What follows belongs to an exercise in optimizing a design on an open flow for small area, a short achievable clock period and few clock cycles per item; a production flow would make more cautious choices.
Power figures rest on the tool's default switching activity, not on a simulated workload.

==> module positional_list_insert_delete_unit, before the edit <==
module positional_list_insert_delete_unit (
  input  wire logic               clk,
  input  wire logic               rst_n,
  input  wire logic               in_valid,
  output logic                    in_ready,
  input  wire logic [38:0]        in_data,
  output logic                    out_valid,
  input  wire logic               out_ready,
  output logic [39:0]             out_data
);
  localparam int N  = plid_pkg::CAPACITY;
  localparam int SW = plid_pkg::SLOT_W;
  localparam int CW = plid_pkg::CNT_W;
  localparam int OW = plid_pkg::OCNT_W;
  plid_pkg::plid_in_t in_pkt;
  assign in_pkt = in_data;
  logic [CW-1:0]                      cnt_r, cnt_nxt;
  logic [SW-1:0]                      ptr_r [N];
  logic signed [plid_pkg::DATA_W-1:0] mem_q [N];
  logic                               rdy_r;      
  logic                               dmp_r;      
  logic [SW-1:0]                      didx_r;     
  logic [SW-1:0]                      rs_r;       
  logic                               sk_v_r;     
  logic [1:0]                         sk_st_r;
  logic [OW-1:0]                      sk_cnt_r;
  logic                               out_valid_r;
  plid_pkg::plid_out_t                out_r;
  logic                slot_free, acc, full, empty;
  logic                is_app, is_ins, is_del, is_dmp, dmp_elems;
  logic                ins_ok, del_ok, pos_le_cnt, pos_lt_cnt;
  logic [N-1:0]        ins_gt, ins_eq, del_ge;
  logic [1:0]          stat;
  logic [CW-1:0]       eff_pos;
  logic [SW-1:0]       rd_slot, del_slot;
  logic                emit, take_cmd, load_sk, last_emit;
  logic                dmp_nxt, sk_v_nxt;
  always_comb begin
    slot_free  = !out_valid_r || out_ready;
    acc        = in_valid && rdy_r;
    full       = cnt_r[CW-1];
    empty      = cnt_r == '0;
    is_app     = in_pkt.cmd == plid_pkg::CMD_APPEND;
    is_ins     = in_pkt.cmd == plid_pkg::CMD_INSERT;
    is_del     = in_pkt.cmd == plid_pkg::CMD_DELETE;
    is_dmp     = in_pkt.cmd == plid_pkg::CMD_DUMP;
    pos_le_cnt = in_pkt.position <= cnt_r;
    pos_lt_cnt = in_pkt.position < cnt_r;
    ins_ok     = acc && !full && (is_app || (is_ins && pos_le_cnt));
    del_ok     = acc && is_del && pos_lt_cnt;
    eff_pos    = is_app ? cnt_r : in_pkt.position;
    for (int i = 0; i < N; i++) begin
      ins_gt[i] = CW'(i) > eff_pos;
      ins_eq[i] = CW'(i) == eff_pos;
      del_ge[i] = plid_pkg::POS_W'(i) >= in_pkt.position;
    end
    del_slot   = ptr_r[in_pkt.position[SW-1:0]];
    stat = plid_pkg::STAT_OK;
    if (is_app || is_ins) begin
      if (full) stat = plid_pkg::STAT_FULL;
      else if (!is_app && !pos_le_cnt) stat = plid_pkg::STAT_RANGE;
    end else if (is_del) begin
      if (!pos_lt_cnt) stat = plid_pkg::STAT_RANGE;
    end else begin
      if (empty) stat = plid_pkg::STAT_RANGE;
    end
    cnt_nxt = cnt_r;
    if (ins_ok) cnt_nxt = cnt_r + 1'b1;
    if (del_ok) cnt_nxt = cnt_r - 1'b1;
    dmp_elems = is_dmp && !empty;
    rd_slot   = dmp_r ? rs_r : ptr_r[0];
    last_emit = CW'(didx_r) + 1'b1 == cnt_r;
    emit      = slot_free && dmp_r;
    take_cmd  = slot_free && acc;
    load_sk   = !slot_free && acc && !dmp_elems;
    sk_v_nxt  = (sk_v_r && !slot_free) || load_sk;
    dmp_nxt   = (dmp_r && !(emit && last_emit)) ||
                (acc && dmp_elems && (!slot_free || cnt_r != CW'(1)));
  end
  always_ff @(posedge clk) begin
    if (!rst_n) begin
      cnt_r       <= '0;
      dmp_r       <= 1'b0;
      sk_v_r      <= 1'b0;
      rdy_r       <= 1'b1;
      out_valid_r <= 1'b0;
    end else begin
      cnt_r       <= cnt_nxt;
      dmp_r       <= dmp_nxt;
      sk_v_r      <= sk_v_nxt;
      rdy_r       <= !dmp_nxt && !sk_v_nxt;
      out_valid_r <= !slot_free || sk_v_r || dmp_r || acc;
    end
  end
  always_ff @(posedge clk) begin
    if (load_sk) begin
      sk_st_r  <= stat;
      sk_cnt_r <= OW'(cnt_nxt);
    end
  end
  always_ff @(posedge clk) begin
    if (slot_free) begin
      if (sk_v_r) begin
        out_r.status    <= sk_st_r;
        out_r.elem_out  <= '0;
        out_r.count_now <= sk_cnt_r;
        out_r.last      <= 1'b1;
      end else if (dmp_r) begin
        out_r.status    <= plid_pkg::STAT_OK;
        out_r.elem_out  <= mem_q[rd_slot];
        out_r.count_now <= OW'(cnt_r);
        out_r.last      <= last_emit;
      end else if (acc) begin
        out_r.status    <= stat;
        out_r.elem_out  <= dmp_elems ? mem_q[rd_slot] : '0;
        out_r.count_now <= OW'(cnt_nxt);
        out_r.last      <= !dmp_elems || cnt_r == CW'(1);
      end
    end
  end
  always_ff @(posedge clk) begin
    if (emit) begin
      didx_r <= didx_r + 1'b1;
      rs_r   <= ptr_r[didx_r + 1'b1];
    end else if (acc) begin
      didx_r <= slot_free ? SW'(1) : SW'(0);
      rs_r   <= slot_free ? ptr_r[1] : ptr_r[0];
    end
  end
  always_ff @(posedge clk) begin
    for (int i = 0; i < N; i++) begin
      if (!rst_n) begin
        ptr_r[i] <= SW'(i);
      end else if (ins_ok) begin
        if (ins_gt[i]) ptr_r[i] <= ptr_r[(i + N - 1) % N];
        else if (ins_eq[i]) ptr_r[i] <= ptr_r[N-1];
      end else if (del_ok) begin
        if (del_ge[i]) ptr_r[i] <= (i == N - 1) ? del_slot : ptr_r[(i + 1) % N];
      end
    end
  end
  for (genvar g = 0; g < N; g++) begin : g_slot
    plid_cell u_cell (
      .clk   (clk),
      .we    (!full && ptr_r[N-1] == SW'(g)),
      .wdata (in_pkt.elem_value),
      .q     (mem_q[g])
    );
  end
  assign in_ready  = rdy_r;
  assign out_valid = out_valid_r;
  assign out_data  = out_r;
endmodule
export LEC_CHECK = 0
export CAP_MARGIN = 20
export CORE_MARGIN = 2
export CORE_UTILIZATION = 40
export SETUP_SLACK_MARGIN = 2.2
export SLEW_MARGIN = 20
create_clock -name core_clock -period 4.2 [get_ports {clk}]
run.sh (not shown) runs the stock make flow with config.mk's settings and CLKGATE_MAP_FILE= SYNTH_SCRIPT=/design/flow/synth_recipe.tcl, a recipe that flattens the netlist after the stock synthesis.
The baseline ran to the end with no violations.
Then changed:
--- a/flow/design.v
+++ b/flow/design.v
@@ -63,25 +63,26 @@
   logic [CW-1:0]                      cnt_r, cnt_nxt;
   logic [SW-1:0]                      ptr_r [N];
   logic signed [plid_pkg::DATA_W-1:0] mem_q [N];
   logic                               rdy_r;      
   logic                               dmp_r;      
   logic [SW-1:0]                      didx_r;     
-  logic [SW-1:0]                      rs_r;       
+  logic [N-1:0]                       rs_oh_r;    
   logic                               sk_v_r;     
   logic [1:0]                         sk_st_r;
   logic [OW-1:0]                      sk_cnt_r;
   logic                               out_valid_r;
   plid_pkg::plid_out_t                out_r;
   logic                slot_free, acc, full, empty;
   logic                is_app, is_ins, is_del, is_dmp, dmp_elems;
   logic                ins_ok, del_ok, pos_le_cnt, pos_lt_cnt;
   logic [N-1:0]        ins_gt, ins_eq, del_ge;
   logic [1:0]          stat;
   logic [CW-1:0]       eff_pos;
-  logic [SW-1:0]       rd_slot, del_slot;
+  logic [SW-1:0]       del_slot, head_nxt;
+  logic signed [plid_pkg::DATA_W-1:0] rd_val;
   logic                emit, take_cmd, load_sk, last_emit;
   logic                dmp_nxt, sk_v_nxt;
   always_comb begin
     slot_free  = !out_valid_r || out_ready;
     acc        = in_valid && rdy_r;
     full       = cnt_r[CW-1];
@@ -111,13 +112,17 @@
       if (empty) stat = plid_pkg::STAT_RANGE;
     end
     cnt_nxt = cnt_r;
     if (ins_ok) cnt_nxt = cnt_r + 1'b1;
     if (del_ok) cnt_nxt = cnt_r - 1'b1;
     dmp_elems = is_dmp && !empty;
-    rd_slot   = dmp_r ? rs_r : ptr_r[0];
+    rd_val    = '0;
+    for (int i = 0; i < N; i++) rd_val |= {plid_pkg::DATA_W{rs_oh_r[i]}} & mem_q[i];
+    head_nxt  = ptr_r[0];
+    if (ins_ok && ins_eq[0]) head_nxt = ptr_r[N-1];
+    else if (del_ok && del_ge[0]) head_nxt = ptr_r[1];
     last_emit = CW'(didx_r) + 1'b1 == cnt_r;
     emit      = slot_free && dmp_r;
     take_cmd  = slot_free && acc;
     load_sk   = !slot_free && acc && !dmp_elems;
     sk_v_nxt  = (sk_v_r && !slot_free) || load_sk;
     dmp_nxt   = (dmp_r && !(emit && last_emit)) ||
@@ -150,30 +155,41 @@
         out_r.status    <= sk_st_r;
         out_r.elem_out  <= '0;
         out_r.count_now <= sk_cnt_r;
         out_r.last      <= 1'b1;
       end else if (dmp_r) begin
         out_r.status    <= plid_pkg::STAT_OK;
-        out_r.elem_out  <= mem_q[rd_slot];
+        out_r.elem_out  <= rd_val;
         out_r.count_now <= OW'(cnt_r);
         out_r.last      <= last_emit;
       end else if (acc) begin
         out_r.status    <= stat;
-        out_r.elem_out  <= dmp_elems ? mem_q[rd_slot] : '0;
+        out_r.elem_out  <= dmp_elems ? rd_val : '0;
         out_r.count_now <= OW'(cnt_nxt);
         out_r.last      <= !dmp_elems || cnt_r == CW'(1);
       end
     end
   end
   always_ff @(posedge clk) begin
     if (emit) begin
       didx_r <= didx_r + 1'b1;
-      rs_r   <= ptr_r[didx_r + 1'b1];
     end else if (acc) begin
       didx_r <= slot_free ? SW'(1) : SW'(0);
-      rs_r   <= slot_free ? ptr_r[1] : ptr_r[0];
+    end
+  end
+  always_ff @(posedge clk) begin
+    if (!rst_n) begin
+      rs_oh_r <= N'(1);
+    end else if (emit) begin
+      rs_oh_r <= last_emit ? N'(1) << ptr_r[0] : N'(1) << ptr_r[didx_r + 1'b1];
+    end else if (acc) begin
+      if (dmp_elems) begin
+        if (slot_free && cnt_r != CW'(1)) rs_oh_r <= N'(1) << ptr_r[1];
+      end else begin
+        rs_oh_r <= N'(1) << head_nxt;
+      end
     end
   end
   always_ff @(posedge clk) begin
     for (int i = 0; i < N; i++) begin
       if (!rst_n) begin
         ptr_r[i] <= SW'(i);
Die area is lower by about 1.6%.
Total power climbs by about 1.8%.
Register-to-register slack got worse by 0.25 ns.
Routed wire length drops by about 14%.
Cell area is lower by about 7%.
Core utilization falls by 2.7 points.
Worst setup slack is worse by 0.24 ns.
Maximum frequency fell by about 9%.
No run of this note included a check of the RTL's function; only the layout flow was run.

## separate check: timing with driven ports
Ports are ideal in the flow. The routed layouts listed here were re-timed in OpenROAD. Step 1, drivers: a clkbuf_16 drives clk and a buf_2 each remaining input, both assumed. Step 2 times the ports against the registers' clock, not the clock port: input delays grow and output delays shrink by t, the midpoint of the rising clock arrivals with the driver on. Slacks: no drivers / after step 1 / after step 2; pairs: no drivers / after step 1.
| run | t (ns) | setup WS [ns] | worst register clock-pin slew, ns | worst data-port slew with drivers (ns) | cell pins on the clock port's net |
|---|---|---|---|---|---|
| the first run | 0.665 | 1.623 / 1.633 / 1.005 | 0.06 / 0.06 | 0.15 | 1 |
| the second run | 0.669 | 1.380 / 1.380 / 0.817 | 0.06 / 0.06 | 0.09 | 1 |
After both steps every run listed still meets setup and hold. The setup slack of the first run, which loses most, moves by +0.010 ns with the drivers and by -0.618 ns with both steps.
